Source: an optimization exercise on an open RTL-to-GDS flow (aim: small area and few clock cycles per item). Production flows keep margins and buffers that such runs may drop.
Where RTL was checked, it was by simulation tests only, not by an equivalence proof against the original.

Setup of run 1:
## complex_mult_stream
module complex_mult_stream
#(
  parameter int DIN_W  = cmplx_pkg::DIN_W_DEF,
  parameter int DOUT_W = cmplx_pkg::DOUT_W_DEF,
  parameter int SHIFT  = cmplx_pkg::SHIFT_DEF,
  parameter int TAG_W  = cmplx_pkg::TAG_W_DEF
) (
  input  logic                     i_clk,
  input  logic                     i_rst,
  input  logic                     i_valid,
  output logic                     o_ready,
  input  logic signed [DIN_W-1:0]  i_real_h,
  input  logic signed [DIN_W-1:0]  i_imag_h,
  input  logic signed [DIN_W-1:0]  i_real_y,
  input  logic signed [DIN_W-1:0]  i_imag_y,
  input  logic                     i_conj,
  input  logic [TAG_W-1:0]         i_tag,
  output logic                     o_valid,
  input  logic                     i_ready,
  output logic signed [DOUT_W-1:0] o_real,
  output logic signed [DOUT_W-1:0] o_imag,
  output logic [TAG_W-1:0]         o_tag,
  output logic                     o_ovf
);
  logic        en;
  logic [15:0] a, b, c, d, dx, dn;
  logic [16:0] sab, sr, st;
  logic [32:0] re_a, re_b, im_a, im_b, re_x, im_x;
  logic [17:0] q_re, q_im;
  logic        ovf_re, ovf_im;
  assign a = i_real_h;
  assign b = i_imag_h;
  assign c = i_real_y;
  assign d = i_imag_y;
  logic dco1;
  logic dct2;
  logic dcn3;
  logic dco4;
  logic dct5;
  logic dcn6;
  logic dco7;
  logic dct8;
  logic dcn9;
  logic dco10;
  logic dct11;
  logic dcn12;
  logic dco13;
  logic dct14;
  logic dcn15;
  logic dco16;
  logic dct17;
  logic dcn18;
  logic dco19;
  logic dct20;
  logic dcn21;
  logic dco22;
  logic dct23;
  logic dcn24;
  logic ddo25;
  logic ddt26;
  logic ddn27;
  logic ddo28;
  logic ddt29;
  logic ddn30;
  logic ddo31;
  logic ddt32;
  logic ddn33;
  logic ddo34;
  logic ddt35;
  logic ddn36;
  logic ddo37;
  logic ddt38;
  logic ddn39;
  logic ddo40;
  logic ddt41;
  logic ddn42;
  logic ddo43;
  logic ddt44;
  logic ddn45;
  logic ddo46;
  logic ddt47;
  logic ddn48;
  logic rap49;
  logic rap50;
  logic rap51;
  logic rap52;
  logic rap53;
  logic rap54;
  logic rap55;
  logic rap56;
  logic rap57;
  logic rap58;
  logic rap59;
  logic rap60;
  logic rap61;
  logic rap62;
  logic rap63;
  logic rap64;
  logic rap65;
  logic rap66;
  logic rap67;
  logic rap68;
  logic rap69;
  ...
Size: about 24000 um2 of cells after synthesis.
==> flow/config.mk <==
export PLATFORM = sky130hd
export DESIGN_NAME = complex_mult_stream
export DESIGN_NICKNAME = complex_mult_stream
export VERILOG_FILES = /design/flow/design.v
export SDC_FILE = /design/flow/constraint.sdc
export NUM_CORES = 4
export LEC_CHECK = 0
export ABC_AREA = 1
export CAP_MARGIN = 20
export CORE_MARGIN = 2
export CORE_UTILIZATION = 60
export PLACE_DENSITY = 0.75
export SLEW_MARGIN = 20
export SYNTH_HIERARCHICAL = 1
==> flow/constraint.sdc <==
create_clock -name core_clock -period 7.5 [get_ports {i_clk}]
set_input_delay 1.5000 -clock core_clock [delete_from_list [all_inputs] [get_ports {i_clk}]]
set_output_delay 1.5000 -clock core_clock [all_outputs]
set_load 0.01 [all_outputs]
standard.sh (not shown) runs the stock make flow with config.mk's settings and CLKGATE_MAP_FILE= SYNTH_SCRIPT=/design/flow/synth_recipe.tcl, a recipe that flattens the netlist after the stock synthesis.
==> flow/flow/run.sh <==
#!/bin/bash
# The standard layout (standard.sh), except that the port buffers that
# buffer_ports inserts are buf_1 cells rather than the resizer's default pick.
set -o pipefail
export BUFFER_PORTS_ARGS="-buffer_cell sky130_fd_sc_hd__buf_1"
bash standard.sh > standard.log 2>&1
Having completed the whole flow, run 1 delivered a layout that passed the timing, design-rule and antenna checks.
Testbench counts of run 1, summed over its fixed seeds: cycles 4,808, items 4,800.
The following lists how run 2 was set up differently from run 1:
==> flow/run.sh (new file) <==
#!/bin/bash
# synth_recipe.tcl (not shown) runs the flow's synth.tcl, then flattens the netlist and writes it again
# the make line also repeats each setting of config.mk as NAME=value (left out here)
make -C /OpenROAD-flow-scripts/flow DESIGN_CONFIG=/design/flow/config.mk WORK_HOME=/design/flow/orfs CLKGATE_MAP_FILE= SYNTH_SCRIPT=/design/flow/synth_recipe.tcl finish
removed: flow/flow/run.sh
removed: flow/standard.sh
--- outcome ---
- Run 2: proportion of layout cells with a drive suffix above 1 is 3.1 points higher than what run 1 reported.
- [run 2 vs run 1] layout overhead on the synthesized area: higher in run 2
- Looking at share of the clock period used by the worst path after layout across run 1 and run 2, the one that comes out higher is run 2.
- Shortest clock period the worst path allows after layout on run 2 is behind run 1.
[inputs] run 3 vs run 2
Settings: PLACE_DENSITY: 0.75 -> 0.78; CORE_UTILIZATION: 60 -> 62.
==> flow/flow/run.sh (new file) <==
#!/bin/bash
# The standard layout (standard.sh), except that the port buffers that
# buffer_ports inserts are buf_1 cells rather than the resizer's default pick.
set -o pipefail
export BUFFER_PORTS_ARGS="-buffer_cell sky130_fd_sc_hd__buf_1"
bash standard.sh > standard.log 2>&1
==> flow/standard.sh (new file) <==
#!/bin/bash
# synth_recipe.tcl (not shown) runs the flow's synth.tcl, then flattens the netlist and writes it again
# the make line also repeats each setting of config.mk as NAME=value (left out here)
make -C /OpenROAD-flow-scripts/flow DESIGN_CONFIG=/design/flow/config.mk WORK_HOME=/design/flow/orfs CLKGATE_MAP_FILE= SYNTH_SCRIPT=/design/flow/synth_recipe.tcl "${@:-finish}"
removed: flow/run.sh
Results
- Of run 2 and run 3, the run reporting the lower overall track demand over capacity in global routing was run 2.
- The area of the core of run 3 is lower than that of run 2.
- Per the comparison of run 3 with run 2, non-clock buffer instance count of the final layout went down by 17%; clock network contribution to total cell area was more or less identical; initial core utilization went up by 1.9 points.
- Looking at data arrival time of the worst path, run 3 sits above run 2.
- Sequential share of layout area: run 3 vs run 2 up 0.24 points
- Going from run 2 to run 3, the cell area after layout was found to have gone down by 1300 um2.
- Run 3 against run 2; y dimension of the die is down slightly.
--- input diff run 3..run 4 ---
Settings: CAP_MARGIN: 20 -> 0; SLEW_MARGIN: 20 -> 0; CORE_UTILIZATION: 62 -> 60; PLACE_DENSITY: 0.78 -> 0.75.
Findings:
- Compared with run 3, run 4 ends up with less cell area.
- Total routing usage reported by global routing, run 4 and run 3, higher one = run 3.
- Maximum operating frequency, run 4 and run 3: smaller value in run 3
- Via count delta (run 4 -> run 3): insignificant
- | clock latency on the worst-skew pair | run 4 vs run 3 | ≈ equal |

== run A ==
complex_mult_stream again, from the RTL that the note above started with.
clock: 7.5 ns
lec_check: 0
abc_area: 1
cap_margin: 20
core_margin: 2
core_utilization: 55
place_density: 0.7
slew_margin: 20
synth_hierarchical: 1
==> flow/flow/run.sh <==
#!/bin/bash
# The standard layout (standard.sh), except that the port buffers that
# buffer_ports inserts are buf_2 cells rather than the resizer's default pick.
set -o pipefail
export BUFFER_PORTS_ARGS="-buffer_cell sky130_fd_sc_hd__buf_2"
bash standard.sh > standard.log 2>&1
Run A went all the way through the flow, and no timing, DRC or antenna check failed.
Testbench counts of run A, summed over its fixed seeds: cycles 4,808, items 4,800.
Here is what was changed in the inputs of run B compared with run A.
- PLACE_DENSITY: 0.7 -> 0.75
- CORE_UTILIZATION: 55 -> 60
- Going from run A to run B, time the worst path needs with I/O delays and setup decreased 150 ps; worst path setup slack after routing increased 150 ps; maximum frequency increased about 2%.
Setup changes, run B to run C
- swapping 20 for 5 in SLEW_MARGIN
- swapping 20 for 5 in CAP_MARGIN
==> results.txt <==
Per the comparison of run C with run B, height of the chip held steady.
Run C against run B: register cell area after layout flat, final period utilization flat, area share of fa/ha/maj cells after synthesis flat, worst setup slack flat.
On count of distinct cell types in the synthesized netlist, run C tracks run B almost exactly.
Here is what was changed in the inputs of run D compared with run C.
- changing PLACE_DENSITY from 0.75 to 0.7
- changing CAP_MARGIN from 5 to 20
- changing SLEW_MARGIN from 5 to 20
==> flow/flow/run.sh <==
#!/bin/bash
# The standard layout (standard.sh), except that the port buffers that
# buffer_ports inserts are buf_1 cells rather than the resizer's default pick.
set -o pipefail
export BUFFER_PORTS_ARGS="-buffer_cell sky130_fd_sc_hd__buf_1"
bash standard.sh > standard.log 2>&1
Notes after the runs:
Worst setup path startpoint: i_real_y[7] -> run C, i_real_y[12] -> run D. Run D has less setup slack than run C. [run D] fraction of the cycle the final worst path needs rose 0.41 points relative to run C. [run D] routed wire length rose 2300 um relative to run C. Going from run C to run D, final total negative setup slack stayed essentially flat, critical path depth fell by 4.5%, summed area of non-filler cells in the final layout stayed essentially flat, clock tree buffer count of the final layout stayed essentially flat. End of the critical path = q_re[14]$_DFFE_PP_: run D; end of the critical path = q_im[10]$_DFFE_PP_: run C.

## P
Another version of the RTL of complex_mult_stream (not shown whole).
For scale: roughly 2,400 cells after synthesis, about 120 I/O pins.
==> flow/config.mk <==
export PLATFORM = sky130hd
export DESIGN_NAME = complex_mult_stream
export DESIGN_NICKNAME = complex_mult_stream
export VERILOG_FILES = /design/flow/design.v
export SDC_FILE = /design/flow/constraint.sdc
export NUM_CORES = 4
export LEC_CHECK = 0
export ABC_AREA = 1
export CAP_MARGIN = 20
export CORE_MARGIN = 2
export CORE_UTILIZATION = 65
export PLACE_DENSITY = 0.8
export SLEW_MARGIN = 20
export SYNTH_HIERARCHICAL = 1
==> flow/constraint.sdc <==
create_clock -name core_clock -period 7.5 [get_ports {i_clk}]
set_input_delay 1.5000 -clock core_clock [delete_from_list [all_inputs] [get_ports {i_clk}]]
set_output_delay 1.5000 -clock core_clock [all_outputs]
set_load 0.01 [all_outputs]
==> flow/flow/run.sh <==
#!/bin/bash
# The standard layout (standard.sh), except that the port buffers that
# buffer_ports inserts are buf_2 cells rather than the resizer's default pick.
set -o pipefail
export BUFFER_PORTS_ARGS="-buffer_cell sky130_fd_sc_hd__buf_2"
bash standard.sh > standard.log 2>&1
[inputs] Q vs P
diff --git a/flow/config.mk b/flow/config.mk
--- a/flow/config.mk
+++ b/flow/config.mk
@@ -9,6 +9,6 @@
 export CAP_MARGIN = 20
 export CORE_MARGIN = 2
-export CORE_UTILIZATION = 65
-export PLACE_DENSITY = 0.8
+export CORE_UTILIZATION = 60
+export PLACE_DENSITY = 0.75
 export SLEW_MARGIN = 20
 export SYNTH_HIERARCHICAL = 1
Results
The clock transition at the registers of the reported paths on Q is in line with that on P. Design area essentially unchanged between Q and P. Via total after detailed routing of Q falls short of that of P slightly. Minimum clock period, Q and P: smaller value in Q. Sort Q and P by worst setup slack, descending, and Q comes first. NOTE wire length of the first global-routing pass P->Q decreased slightly. The lower number of antenna violations at the first check in global routing came out of Q.
No run of this note included a check of the RTL's function; only the layout flow was run.

Another version of the RTL of complex_mult_stream (not shown whole).
For scale: ~3400 cells after synthesis, about 42 flip-flops, about 120 I/O pins, roughly 0.025 mm2 of cells after synthesis.
==> flow/design.v (excerpt) <==
module complex_mult_stream
#(
  parameter int DIN_W  = cmplx_pkg::DIN_W_DEF,
  parameter int DOUT_W = cmplx_pkg::DOUT_W_DEF,
  parameter int SHIFT  = cmplx_pkg::SHIFT_DEF,
  parameter int TAG_W  = cmplx_pkg::TAG_W_DEF
) (
  input  logic                     i_clk,
  input  logic                     i_rst,
  input  logic                     i_valid,
  output logic                     o_ready,
  input  logic signed [DIN_W-1:0]  i_real_h,
  input  logic signed [DIN_W-1:0]  i_imag_h,
  input  logic signed [DIN_W-1:0]  i_real_y,
  input  logic signed [DIN_W-1:0]  i_imag_y,
  input  logic                     i_conj,
  input  logic [TAG_W-1:0]         i_tag,
  output logic                     o_valid,
  input  logic                     i_ready,
  output logic signed [DOUT_W-1:0] o_real,
  output logic signed [DOUT_W-1:0] o_imag,
  output logic [TAG_W-1:0]         o_tag,
  output logic                     o_ovf
);
clock: 7.5 ns
lec_check: 0
abc_area: 1
cap_margin: 20
core_margin: 2
core_utilization: 40
place_density: 0.6
slew_margin: 20
run.sh (not shown) runs the stock make flow with config.mk's settings and CLKGATE_MAP_FILE= SYNTH_SCRIPT=/design/flow/synth_recipe.tcl, a recipe that flattens the netlist after the stock synthesis.
Stock flow here: none of the scripts above is used.
The first run ran to the end with violations: setup timing.
==> next run, changes <==
Settings changed: ABC_AREA 1 to not set.
=> The new run finished with setup timing left. Cell area grows by 16%. Via count grows by 33%. Cell count grows by about 15%. Routed wire length grows by 26%. Non-clock buffer count grows by 151. Hold slack improved by 0.019 ns. Worst setup slack got worse by 0.67 ns.
Function was not checked in any run of this note: the RTL went through the layout flow alone.

Setup of main:
Another version of the RTL of complex_mult_stream (not shown whole).
For scale: ~3000 cells after synthesis, roughly 42 flip-flops, roughly 120 I/O pins, ~0.026 mm^2 of cells after synthesis.
make LEC_CHECK=0 ABC_AREA=1 CAP_MARGIN=20 CORE_MARGIN=2 CORE_UTILIZATION=60 PLACE_DENSITY=0.75 SLEW_MARGIN=20 SYNTH_HIERARCHICAL=1 finish   # period 7.5 ns
Testbench counts of main, summed over its fixed seeds: cycles 4,808, items 4,800.
What the feature branch does differently from main at the input level:
- changing PLACE_DENSITY from 0.75 to 0.6
- changing CORE_UTILIZATION from 60 to 40
Notes after the runs:
Re count of cell instances traversed by the critical path: the feature branch and main aren't equal, and the higher value belongs to main. Measured against each other, the feature branch and main differ in total number of vias, the higher figure coming from main. The required time at the endpoint of the critical path on main is in line with that on the feature branch. Worst relative slew slack, the feature branch and main, lower one = main. Compared with main, the feature branch shows a pin count of the biggest net entering global routing that is 1 lower. Maximum fanout encountered on the critical timing path down 5 in the feature branch wrt main.

re-timing with driven ports:
Ports are ideal in the flow. The routed layouts listed here were re-timed in OpenROAD.
Step 1 (the two cells are an assumption about what drives the block):
set clk [get_ports {i_clk}]
set_driving_cell -lib_cell sky130_fd_sc_hd__clkbuf_16 $clk
set_driving_cell -lib_cell sky130_fd_sc_hd__buf_2 [delete_from_list [all_inputs] $clk]
Step 2 times the ports against the registers' clock, not the clock port: input delays grow and output delays shrink by t, the midpoint of the rising clock arrivals with the driver on.
Three values: ideal, step 1, step 2; two values: the first two.
run | t (ns) | setup slack, ns | hold slack, ns | latest minus earliest clock arrival (ns) | slew at the worst register clock pin (ns)
run 1 | 0.381 | 0.229 / 0.224 / -0.157 | 0.927 / 0.927 / 0.927 | 0.014 / 0.014 | 0.08 / 0.08
run 2 | 0.386 | 0.189 / 0.223 / -0.163 | 1.047 / 1.047 / 1.047 | 0.006 / 0.006 | 0.07 / 0.07
run 3 | 0.369 | 0.148 / 0.174 / -0.196 | 0.959 / 0.959 / 0.959 | 0.009 / 0.009 | 0.08 / 0.08
run 4 | 0.377 | 0.286 / 0.274 / -0.103 | 0.920 / 0.920 / 0.920 | 0.009 / 0.009 | 0.07 / 0.07
run A | 0.390 | 0.135 / 0.176 / -0.213 | 1.034 / 1.034 / 1.034 | 0.015 / 0.015 | 0.08 / 0.08
run B | 0.381 | 0.284 / 0.281 / -0.100 | 0.925 / 0.925 / 0.925 | 0.010 / 0.011 | 0.08 / 0.08
run C | 0.381 | 0.284 / 0.281 / -0.100 | 0.925 / 0.925 / 0.925 | 0.010 / 0.011 | 0.08 / 0.08
run D | 0.397 | 0.253 / 0.191 / -0.206 | 0.920 / 0.920 / 0.920 | 0.013 / 0.013 | 0.08 / 0.08
P | 0.359 | 0.176 / 0.206 / -0.153 | 1.156 / 1.156 / 1.156 | 0.008 / 0.008 | 0.07 / 0.07
Q | 0.360 | 0.208 / 0.233 / -0.127 | 0.934 / 0.934 / 0.934 | 0.005 / 0.005 | 0.07 / 0.07
the first run of note 4 | 0.319 | -2.891 / -2.895 / -3.214 | 0.891 / 0.891 / 0.891 | 0.002 / 0.003 | 0.06 / 0.06
the second run of note 4 | 0.315 | -3.558 / -3.646 / -3.960 | 0.910 / 0.910 / 0.910 | 0.007 / 0.007 | 0.06 / 0.06
main | 0.341 | 0.103 / 0.118 / -0.223 | 0.929 / 0.929 / 0.929 | 0.011 / 0.011 | 0.07 / 0.07
the feature branch | 0.363 | 0.132 / 0.152 / -0.211 | 1.173 / 1.173 / 1.173 | 0.006 / 0.006 | 0.07 / 0.07
With both steps, setup timing fails in 12 of these runs, where it was met with ideal ports. The setup slack of run D, which loses most, moves by -0.062 ns with the drivers and by -0.459 ns with both steps.
